What follows belongs to an exercise in optimizing a design on an open flow for small area, a short achievable clock period and few clock cycles per item; a production flow would make more cautious choices. RTL that was checked went through simulation tests only; none was proved equivalent to the original.

Setup of P:
==> flow/design.v (excerpt) <==
module nn_top (
    input  logic        clk,
    input  logic        rst_n,
    input  logic        in_valid_d,
    input  logic        in_valid_w1,
    input  logic        in_valid_w2,
    input  logic [15:0] data_point,
    input  logic [15:0] weight1,
    input  logic [15:0] weight2,
    output logic        out_valid,
    output logic [15:0] out
);
Size in the first run: roughly 3100 cells after synthesis, roughly 540 flip-flops, about 35000 µm² of cells after synthesis.
export LEC_CHECK = 0
export ABC_AREA = 0
export ABC_CLOCK_PERIOD_IN_PS = 4000
export CAP_MARGIN = 20
export CORE_MARGIN = 2
export CORE_UTILIZATION = 40
export SETUP_SLACK_MARGIN = 5
export SLEW_MARGIN = 20
create_clock -name core_clock -period 12.0 [get_ports {clk}]
standard.sh (not shown) runs the stock make flow with config.mk's settings and CLKGATE_MAP_FILE= SYNTH_SCRIPT=/design/flow/synth_recipe.tcl, a recipe that flattens the netlist after the stock synthesis.
==> flow/flow/run.sh <==
#!/bin/bash
set -euo pipefail
MARGIN=${MARGIN:-8.5}
TNS=${TNS:-20}
PORTBUF=${PORTBUF:-sky130_fd_sc_hd__buf_2}
# The standard synthesis, unchanged
bash standard.sh synth > synth.log 2>&1
# The rest of the standard flow with the wider repair margin
sed -e "s/SETUP_SLACK_MARGIN=[-0-9.]*/SETUP_SLACK_MARGIN=$MARGIN TNS_END_PERCENT=$TNS BUFFER_PORTS_ARGS='-buffer_cell $PORTBUF'/" standard.sh > layout.sh
grep -q "SETUP_SLACK_MARGIN=$MARGIN" layout.sh
bash layout.sh finish > layout.log 2>&1
Testbench counts of P, summed over its fixed seeds: cycles 12,808, items 1,600.
What Q does differently from P at the input level:
--- a/flow/flow/run.sh
+++ b/flow/flow/run.sh
@@ -3 +3 @@
-MARGIN=${MARGIN:-8.5}
+MARGIN=${MARGIN:-8.4}
--- a/flow/config.mk
+++ b/flow/config.mk
@@ -8,2 +8 @@
-export ABC_AREA = 0
-export ABC_CLOCK_PERIOD_IN_PS = 4000
+export ABC_AREA = 1
@@ -12,0 +12,2 @@
+export CTS_CLUSTER_DIAMETER = 80
+export CTS_CLUSTER_SIZE = 24
==> run summary <==
Compound-gate portion of the synthesized area (lower): Q. Every stage of the flow completed for Q, and the final layout passed the timing, DRC and antenna checks.
[inputs] R vs Q
--- a/flow/flow/run.sh
+++ b/flow/flow/run.sh
@@ -3 +3 @@
-MARGIN=${MARGIN:-8.4}
+MARGIN=${MARGIN:-8.5}
--- a/flow/config.mk
+++ b/flow/config.mk
@@ -8 +8,2 @@
-export ABC_AREA = 1
+export ABC_AREA = 0
+export ABC_CLOCK_PERIOD_IN_PS = 4000
@@ -12,2 +13,2 @@
-export CTS_CLUSTER_DIAMETER = 80
-export CTS_CLUSTER_SIZE = 24
+export CTS_CLUSTER_DIAMETER = 100
+export CTS_CLUSTER_SIZE = 30
==> comparison <==
Relative to Q, setup slack increased by 0.039 ns in R.
Max non-clock buffer count across R and Q: R
Delta (R minus Q): sum of routed wire segments on met1 went down 14%.
Summary of the comparison: placed instance area is lower in R, relative to Q.
NOTE final non-filler cell total Q->R decreased by more than 10%
H-tree depth: R < Q
The inputs of S differ from those of R as listed below.
--- a/flow/flow/run.sh
+++ b/flow/flow/run.sh
@@ -3,2 +3,2 @@
-MARGIN=${MARGIN:-8.5}
-TNS=${TNS:-20}
+MARGIN=${MARGIN:-8.8}
+TNS=${TNS:-100}
--- a/flow/config.mk
+++ b/flow/config.mk
@@ -13,2 +13,2 @@
-export CTS_CLUSTER_DIAMETER = 100
-export CTS_CLUSTER_SIZE = 30
+export CTS_CLUSTER_DIAMETER = 80
+export CTS_CLUSTER_SIZE = 24
Notes after the runs:
- Area added between synthesis and finish, S and R: smaller value in R
- Routed wire length delta (S − R): unfavourable
- [S] proportion of layout cells with a drive suffix above 1 rose 4.7 points relative to R
- Summary: number of vias in the routed layout, S worse than R
- Compared with R, S shows a higher overall routing resource usage.
- S vs R, post-layout instance area went up by 900 µm².

Starting RTL as in the previous note.
export LEC_CHECK = 0
export ABC_AREA = 0
export ABC_CLOCK_PERIOD_IN_PS = 4000
export CAP_MARGIN = 20
export CORE_MARGIN = 2
export CORE_UTILIZATION = 40
export CTS_CLUSTER_DIAMETER = 80
export CTS_CLUSTER_SIZE = 24
export SETUP_SLACK_MARGIN = 5
export SLEW_MARGIN = 20
create_clock -name core_clock -period 12.0 [get_ports {clk}]
==> flow/flow/run.sh <==
#!/bin/bash
set -euo pipefail
MARGIN=${MARGIN:-8.6}
TNS=${TNS:-100}
PORTBUF=${PORTBUF:-sky130_fd_sc_hd__buf_2}
# The standard synthesis, unchanged
bash standard.sh synth > synth.log 2>&1
# The rest of the standard flow with the wider repair margin
sed -e "s/SETUP_SLACK_MARGIN=[-0-9.]*/SETUP_SLACK_MARGIN=$MARGIN TNS_END_PERCENT=$TNS BUFFER_PORTS_ARGS='-buffer_cell $PORTBUF'/" standard.sh > layout.sh
grep -q "SETUP_SLACK_MARGIN=$MARGIN" layout.sh
bash layout.sh finish > layout.log 2>&1
Testbench counts at the start, summed over its fixed seeds: cycles 12,808, items 1,600.
Next try:
--- a/flow/flow/run.sh
+++ b/flow/flow/run.sh
@@ -3,2 +3,2 @@
-MARGIN=${MARGIN:-8.6}
-TNS=${TNS:-100}
+MARGIN=${MARGIN:-8.4}
+TNS=${TNS:-20}
--- a/flow/config.mk
+++ b/flow/config.mk
@@ -12 +12 @@
-export CORE_UTILIZATION = 40
+export CORE_UTILIZATION = 55
@@ -14,0 +15 @@
+export PLACE_DENSITY = 0.7
Effect: The new run completed with no timing, DRC or antenna violations. Critical path depth is unchanged. Global-route usage went up by 6.8 points. Wire length shrinks by 3.1%. Design area came out lower by 2.1%.
Next try:
--- a/flow/config.mk
+++ b/flow/config.mk
@@ -12 +12 @@
-export CORE_UTILIZATION = 55
+export CORE_UTILIZATION = 40
@@ -15 +14,0 @@
-export PLACE_DENSITY = 0.7
After rerunning: Die area is higher by 37%. Wire length goes up by 2.5%. Non-clock buffer count drops by 10. Area after synthesis does not change. Utilization fell by 16 points. Global-route usage falls by 6.9 points. Clock-buffer cell count is lower by 2.
Next try:
--- a/flow/flow/run.sh
+++ b/flow/flow/run.sh
@@ -3,2 +3,2 @@
-MARGIN=${MARGIN:-8.4}
-TNS=${TNS:-20}
+MARGIN=${MARGIN:-8.5}
+TNS=${TNS:-100}
--- a/flow/config.mk
+++ b/flow/config.mk
@@ -13,2 +12,0 @@
-export CTS_CLUSTER_DIAMETER = 80
-export CTS_CLUSTER_SIZE = 24
The new run passed the timing, DRC and antenna checks.
Cell area came out higher by 2.8%.
Utilization came out higher by 1.2 points.

Another version of the RTL of nn_top (not shown whole).
For scale: ~3300 cells after synthesis, roughly 540 flip-flops, ~70 I/O pins, ~36000 um2 of cells after synthesis.
clock: 12.0 ns
lec_check: 0
abc_area: 0
abc_clock_period_in_ps: 4000
cap_margin: 20
core_margin: 2
core_utilization: 40
setup_slack_margin: 5
slew_margin: 20
==> flow/flow/run.sh <==
#!/bin/bash
set -euo pipefail
MARGIN=${MARGIN:-8.5}
TNS=${TNS:-100}
# The standard synthesis, unchanged
bash standard.sh synth > synth.log 2>&1
# The rest of the standard flow with the wider repair margin
sed -e "s/SETUP_SLACK_MARGIN=[-0-9.]*/SETUP_SLACK_MARGIN=$MARGIN TNS_END_PERCENT=$TNS/" standard.sh > layout.sh
grep -q "SETUP_SLACK_MARGIN=$MARGIN" layout.sh
bash layout.sh finish > layout.log 2>&1
Testbench counts at the start, summed over its fixed seeds: cycles 12,808, items 1,600.
==> next run, changes <==
==> flow/run.sh (new file) <==
#!/bin/bash
# synth_recipe.tcl (not shown) runs the flow's synth.tcl, then flattens the netlist and writes it again
# the make line also repeats each setting of config.mk as NAME=value (left out here)
make -C /OpenROAD-flow-scripts/flow DESIGN_CONFIG=/design/flow/config.mk WORK_HOME=/design/flow/orfs CLKGATE_MAP_FILE= SYNTH_SCRIPT=/design/flow/synth_recipe.tcl finish
removed: flow/flow/run.sh
removed: flow/standard.sh
Via count is lower by a few percent.
Critical path depth is lower by 3.
Die area is unchanged.
Final area is lower by a few percent.
Routed wire length falls by a few percent.
Hold slack barely changes.
==> next run, changes <==
==> flow/flow/run.sh (new file) <==
#!/bin/bash
set -euo pipefail
MARGIN=${MARGIN:-8.5}
TNS=${TNS:-100}
PORTBUF=${PORTBUF:-sky130_fd_sc_hd__buf_2}
# The standard synthesis, unchanged
bash standard.sh synth > synth.log 2>&1
# The rest of the standard flow with the wider repair margin
sed -e "s/SETUP_SLACK_MARGIN=[-0-9.]*/SETUP_SLACK_MARGIN=$MARGIN TNS_END_PERCENT=$TNS BUFFER_PORTS_ARGS='-buffer_cell $PORTBUF'/" standard.sh > layout.sh
grep -q "SETUP_SLACK_MARGIN=$MARGIN" layout.sh
bash layout.sh finish > layout.log 2>&1
==> flow/standard.sh (new file) <==
#!/bin/bash
# synth_recipe.tcl (not shown) runs the flow's synth.tcl, then flattens the netlist and writes it again
# the make line also repeats each setting of config.mk as NAME=value (left out here)
make -C /OpenROAD-flow-scripts/flow DESIGN_CONFIG=/design/flow/config.mk WORK_HOME=/design/flow/orfs CLKGATE_MAP_FILE= SYNTH_SCRIPT=/design/flow/synth_recipe.tcl "${@:-finish}"
--- a/flow/config.mk
+++ b/flow/config.mk
@@ -12,0 +13 @@
+export CTS_BUF_LIST = sky130_fd_sc_hd__clkbuf_8
removed: flow/run.sh
The new run completed with no timing, DRC or antenna violations.
Sequential share of layout area fell by 1.2 points.
Core utilization rose by 1.8 points.
Design area rose by 4.0%.
Sequential cell count is unchanged.
Register-to-register slack gains 0.71 ns.
First-iteration DRC count rose by about 3.7%.
Synthesized cell count is unchanged.
Count of clock-buffer cells in the layout rose by 29.

## job 6718
Another version of the RTL of nn_top (not shown whole).
Size in the first run: ~3100 cells after synthesis, about 540 flip-flops, ~70 I/O pins, roughly 36000 um2 of cells after synthesis.
==> flow/config.mk <==
export PLATFORM = sky130hd
export DESIGN_NAME = nn_top
export DESIGN_NICKNAME = nn_top
export VERILOG_FILES = /design/flow/design.v
export SDC_FILE = /design/flow/constraint.sdc
export NUM_CORES = 4
export LEC_CHECK = 0
export ABC_AREA = 0
export ABC_CLOCK_PERIOD_IN_PS = 8000
export CAP_MARGIN = 20
export CORE_MARGIN = 2
export CORE_UTILIZATION = 40
export CTS_CLUSTER_DIAMETER = 80
export CTS_CLUSTER_SIZE = 24
export SETUP_SLACK_MARGIN = 5
export SLEW_MARGIN = 20
==> flow/constraint.sdc <==
create_clock -name core_clock -period 12.0 [get_ports {clk}]
set_input_delay 2.4000 -clock core_clock [delete_from_list [all_inputs] [get_ports {clk}]]
set_output_delay 2.4000 -clock core_clock [all_outputs]
set_load 0.01 [all_outputs]
==> flow/flow/run.sh <==
#!/bin/bash
set -euo pipefail
MARGIN=${MARGIN:-8.4}
TNS=${TNS:-20}
PORTBUF=${PORTBUF:-sky130_fd_sc_hd__buf_2}
MATCH=${MATCH:-0}
# The standard synthesis, unchanged
bash standard.sh synth > synth.log 2>&1
# The rest of the standard flow with the wider repair margin
sed -e "s/SETUP_SLACK_MARGIN=[-0-9.]*/SETUP_SLACK_MARGIN=$MARGIN TNS_END_PERCENT=$TNS BUFFER_PORTS_ARGS='-buffer_cell $PORTBUF' MATCH_CELL_FOOTPRINT=$MATCH/" standard.sh > layout.sh
grep -q "SETUP_SLACK_MARGIN=$MARGIN" layout.sh
bash layout.sh finish > layout.log 2>&1
Job 6718 completed; timing, DRC and antenna clean
Testbench counts of job 6718, summed over its fixed seeds: cycles 12,808, items 1,600.
Setup changes, job 6718 to job 5396
==> flow/flow/run.sh <==
#!/bin/bash
set -euo pipefail
MARGIN=${MARGIN:-8.4}
TNS=${TNS:-20}
PORTBUF=${PORTBUF:-sky130_fd_sc_hd__buf_2}
# The standard synthesis, unchanged
bash standard.sh synth > synth.log 2>&1
# The rest of the standard flow with the wider repair margin
sed -e "s/SETUP_SLACK_MARGIN=[-0-9.]*/SETUP_SLACK_MARGIN=$MARGIN TNS_END_PERCENT=$TNS BUFFER_PORTS_ARGS='-buffer_cell $PORTBUF'/" standard.sh > layout.sh
grep -q "SETUP_SLACK_MARGIN=$MARGIN" layout.sh
bash layout.sh finish > layout.log 2>&1
--- a/flow/config.mk
+++ b/flow/config.mk
@@ -8,3 +8,3 @@
 export ABC_AREA = 0
-export ABC_CLOCK_PERIOD_IN_PS = 8000
+export ABC_CLOCK_PERIOD_IN_PS = 4000
 export CAP_MARGIN = 20
Notes after the runs:
- Job 6718 ended up with forward_engine_i.mac_one[17]$_DFF_P_ as its first element of the critical path; job 5396 ended up with forward_engine_i.row_c[17]$_DFF_P_.
- fa_1 as the standard cell with the maximum stage delay on the critical path was reported by job 5396, and dfxtp_1 by job 6718.
- Between job 5396 and job 6718, the difference in area added between synthesis and finish is negligible.
- [compare] base=job 6718 new=job 5396: die area comparable; via count of the first global-routing pass moved up.
> inputs changed (job 5396 -> job 270)
==> flow/flow/run.sh <==
#!/bin/bash
set -euo pipefail
MARGIN=${MARGIN:-8.4}
TNS=${TNS:-20}
PORTBUF=${PORTBUF:-sky130_fd_sc_hd__buf_2}
MATCH=${MATCH:-0}
# The standard synthesis, unchanged
bash standard.sh synth > synth.log 2>&1
# The rest of the standard flow with the wider repair margin
sed -e "s/SETUP_SLACK_MARGIN=[-0-9.]*/SETUP_SLACK_MARGIN=$MARGIN TNS_END_PERCENT=$TNS BUFFER_PORTS_ARGS='-buffer_cell $PORTBUF' MATCH_CELL_FOOTPRINT=$MATCH/" standard.sh > layout.sh
grep -q "SETUP_SLACK_MARGIN=$MARGIN" layout.sh
bash layout.sh finish > layout.log 2>&1
--- a/flow/config.mk
+++ b/flow/config.mk
@@ -12,4 +12,4 @@
 export CORE_UTILIZATION = 40
-export CTS_CLUSTER_DIAMETER = 80
-export CTS_CLUSTER_SIZE = 24
+export CTS_CLUSTER_DIAMETER = 90
+export CTS_CLUSTER_SIZE = 28
 export SETUP_SLACK_MARGIN = 5
### Flow results
Delta (job 270 minus job 5396): final worst-path cycle share went down by 0.43 points, area fraction in compound gates after synthesis was more or less identical, worst-case hold slack was more or less identical.
For the measured slew at the worst slew-check pin, job 270 came in 9.7 ps lower than job 5396 did.
The lower DRC marker count from the first detailed-route iteration came out of job 5396.
Changes observed in job 270 relative to job 5396: post-layout minimum cycle time lost 52 ps, routed wire length rose 530 um, sequential share of layout area now sits at about the same level.

== onyx ==
nn_top, a different RTL version from the one above (not shown whole).
Size in the first run: roughly 3000 cells after synthesis, roughly 440 flip-flops.
clock: 12.0 ns
lec_check: 0
abc_area: 0
abc_clock_period_in_ps: 3000
cap_margin: 20
core_margin: 2
core_utilization: 40
setup_slack_margin: 5
slew_margin: 20
run.sh (not shown) runs the stock make flow with config.mk's settings and CLKGATE_MAP_FILE= SYNTH_SCRIPT=/design/flow/synth_recipe.tcl, a recipe that flattens the netlist after the stock synthesis.
Stock flow here: none of the scripts above is used.
onyx went all the way through synthesis, placement and routing and the layout is clean on timing, DRC and antenna.
Relative to onyx, the following input files were edited for quartz:
Settings: a deleted ABC_CLOCK_PERIOD_IN_PS that had been 3000; a change of ABC_AREA from 0 to 1.
Notes after the runs:
onyx reports its slowest cell on the critical path as sky130_fd_sc_hd__fa_1 while quartz reports sky130_fd_sc_hd__dfxtp_1. The critical path depth of quartz exceeds that of onyx by 2. The inverter count of the layout excluding clock inverters of quartz exceeds that of onyx by 314. Compare onyx and quartz | first-pass GRT wire length higher: quartz. onyx has a lower post-route cell area than quartz. The met3 usage in global routing of quartz is higher than that of onyx. Number of cells on the worst reg-to-reg path in quartz is 2 above onyx. STATUS area after synthesis: quartz loses against onyx.
--- input diff quartz..tundra ---
Settings: ABC_CLOCK_PERIOD_IN_PS: unset -> 4000; ABC_AREA: 1 -> 0.
==> flow/flow/run.sh (new file) <==
#!/bin/bash
set -euo pipefail
MARGIN=${MARGIN:-7}
TNS=${TNS:-100}
# The standard synthesis, unchanged
bash standard.sh synth > synth.log 2>&1
# The rest of the standard flow with the wider repair margin
sed -e "s/SETUP_SLACK_MARGIN=[-0-9.]*/SETUP_SLACK_MARGIN=$MARGIN TNS_END_PERCENT=$TNS/" standard.sh > layout.sh
grep -q "SETUP_SLACK_MARGIN=$MARGIN" layout.sh
bash layout.sh finish > layout.log 2>&1
==> flow/standard.sh (new file) <==
#!/bin/bash
# synth_recipe.tcl (not shown) runs the flow's synth.tcl, then flattens the netlist and writes it again
# the make line also repeats each setting of config.mk as NAME=value (left out here)
make -C /OpenROAD-flow-scripts/flow DESIGN_CONFIG=/design/flow/config.mk WORK_HOME=/design/flow/orfs CLKGATE_MAP_FILE= SYNTH_SCRIPT=/design/flow/synth_recipe.tcl "${@:-finish}"
removed: flow/run.sh
--- outcome ---
On final critical-path setup slack, quartz loses to tundra. Diff tundra and quartz: die outline area higher in quartz.
diff inputs: tundra => amber
==> flow/run.sh (new file) <==
#!/bin/bash
# synth_recipe.tcl (not shown) runs the flow's synth.tcl, then flattens the netlist and writes it again
# the make line also repeats each setting of config.mk as NAME=value (left out here)
make -C /OpenROAD-flow-scripts/flow DESIGN_CONFIG=/design/flow/config.mk WORK_HOME=/design/flow/orfs CLKGATE_MAP_FILE= SYNTH_SCRIPT=/design/flow/synth_recipe.tcl finish
removed: flow/flow/run.sh
removed: flow/standard.sh
[summary]
Reported for amber and tundra, core outline area turned out identical to the last digit. Met3 global-route usage: higher on tundra. Area of all placed cells without fillers, amber and tundra, lower one = amber. Looking at time the final worst path needs with I/O delays and setup across amber and tundra, the one that comes out higher is amber.
No run of this note included a check of the RTL's function; only the layout flow was run.

-- afterwards: timing with drivers on the ports --
No port has a modelled driver above. Below, the same layouts with a new extraction and two added sets of constraints. Step 1 (the two cells are an assumption about what drives the block):
set clk [get_ports {clk}]
set_driving_cell -lib_cell sky130_fd_sc_hd__clkbuf_16 $clk
set_driving_cell -lib_cell sky130_fd_sc_hd__buf_2 [delete_from_list [all_inputs] $clk]
Step 2 moves the port delays by t, midway between the first and last clock arrival at a register: inputs arrive t later, outputs are due t later. That takes back most of the time a late clock gives input paths. Slacks: ideal ports / drivers / drivers and shift; pairs: ideal ports / drivers.
run | t, ns | setup WS [ns] | cell pins on the clock port's net
P | 0.691 | 8.452 / 8.417 / 7.835 | 1
Q | 0.659 | 8.367 / 8.405 / 7.745 | 1
R | 0.664 | 8.406 / 8.406 / 8.003 | 1
S | 0.703 | 8.406 / 8.394 / 8.095 | 1
the first run of note 2 | 0.693 | 8.443 / 8.392 / 8.028 | 1
the second run of note 2 | 0.684 | 8.334 / 8.334 / 7.734 | 1
the third run of note 2 | 0.696 | 8.397 / 8.397 / 7.802 | 1
the fourth run of note 2 | 0.680 | 8.365 / 8.365 / 7.851 | 1
the first run of note 3 | 0.697 | 8.434 / 8.376 / 7.716 | 1
the second run of note 3 | 0.683 | 7.751 / 7.751 / 7.226 | 1
the third run of note 3 | 0.792 | 8.351 / 8.285 / 7.790 | 1
job 6718 | 0.688 | 8.433 / 8.414 / 7.857 | 1
job 5396 | 0.683 | 8.367 / 8.367 / 7.869 | 1
job 270 | 0.677 | 8.419 / 8.411 / 7.870 | 1
onyx | 0.641 | 6.158 / 6.158 / 6.158 | 1
quartz | 0.637 | 5.932 / 5.932 / 5.932 | 1
tundra | 0.659 | 6.837 / 6.837 / 6.837 | 1
amber | 0.641 | 6.158 / 6.158 / 6.158 | 1
After both steps every run listed still meets setup and hold. For the first run of note 3, which loses most, drivers alone change the setup slack by -0.058 ns; drivers and shift together by -0.718 ns.
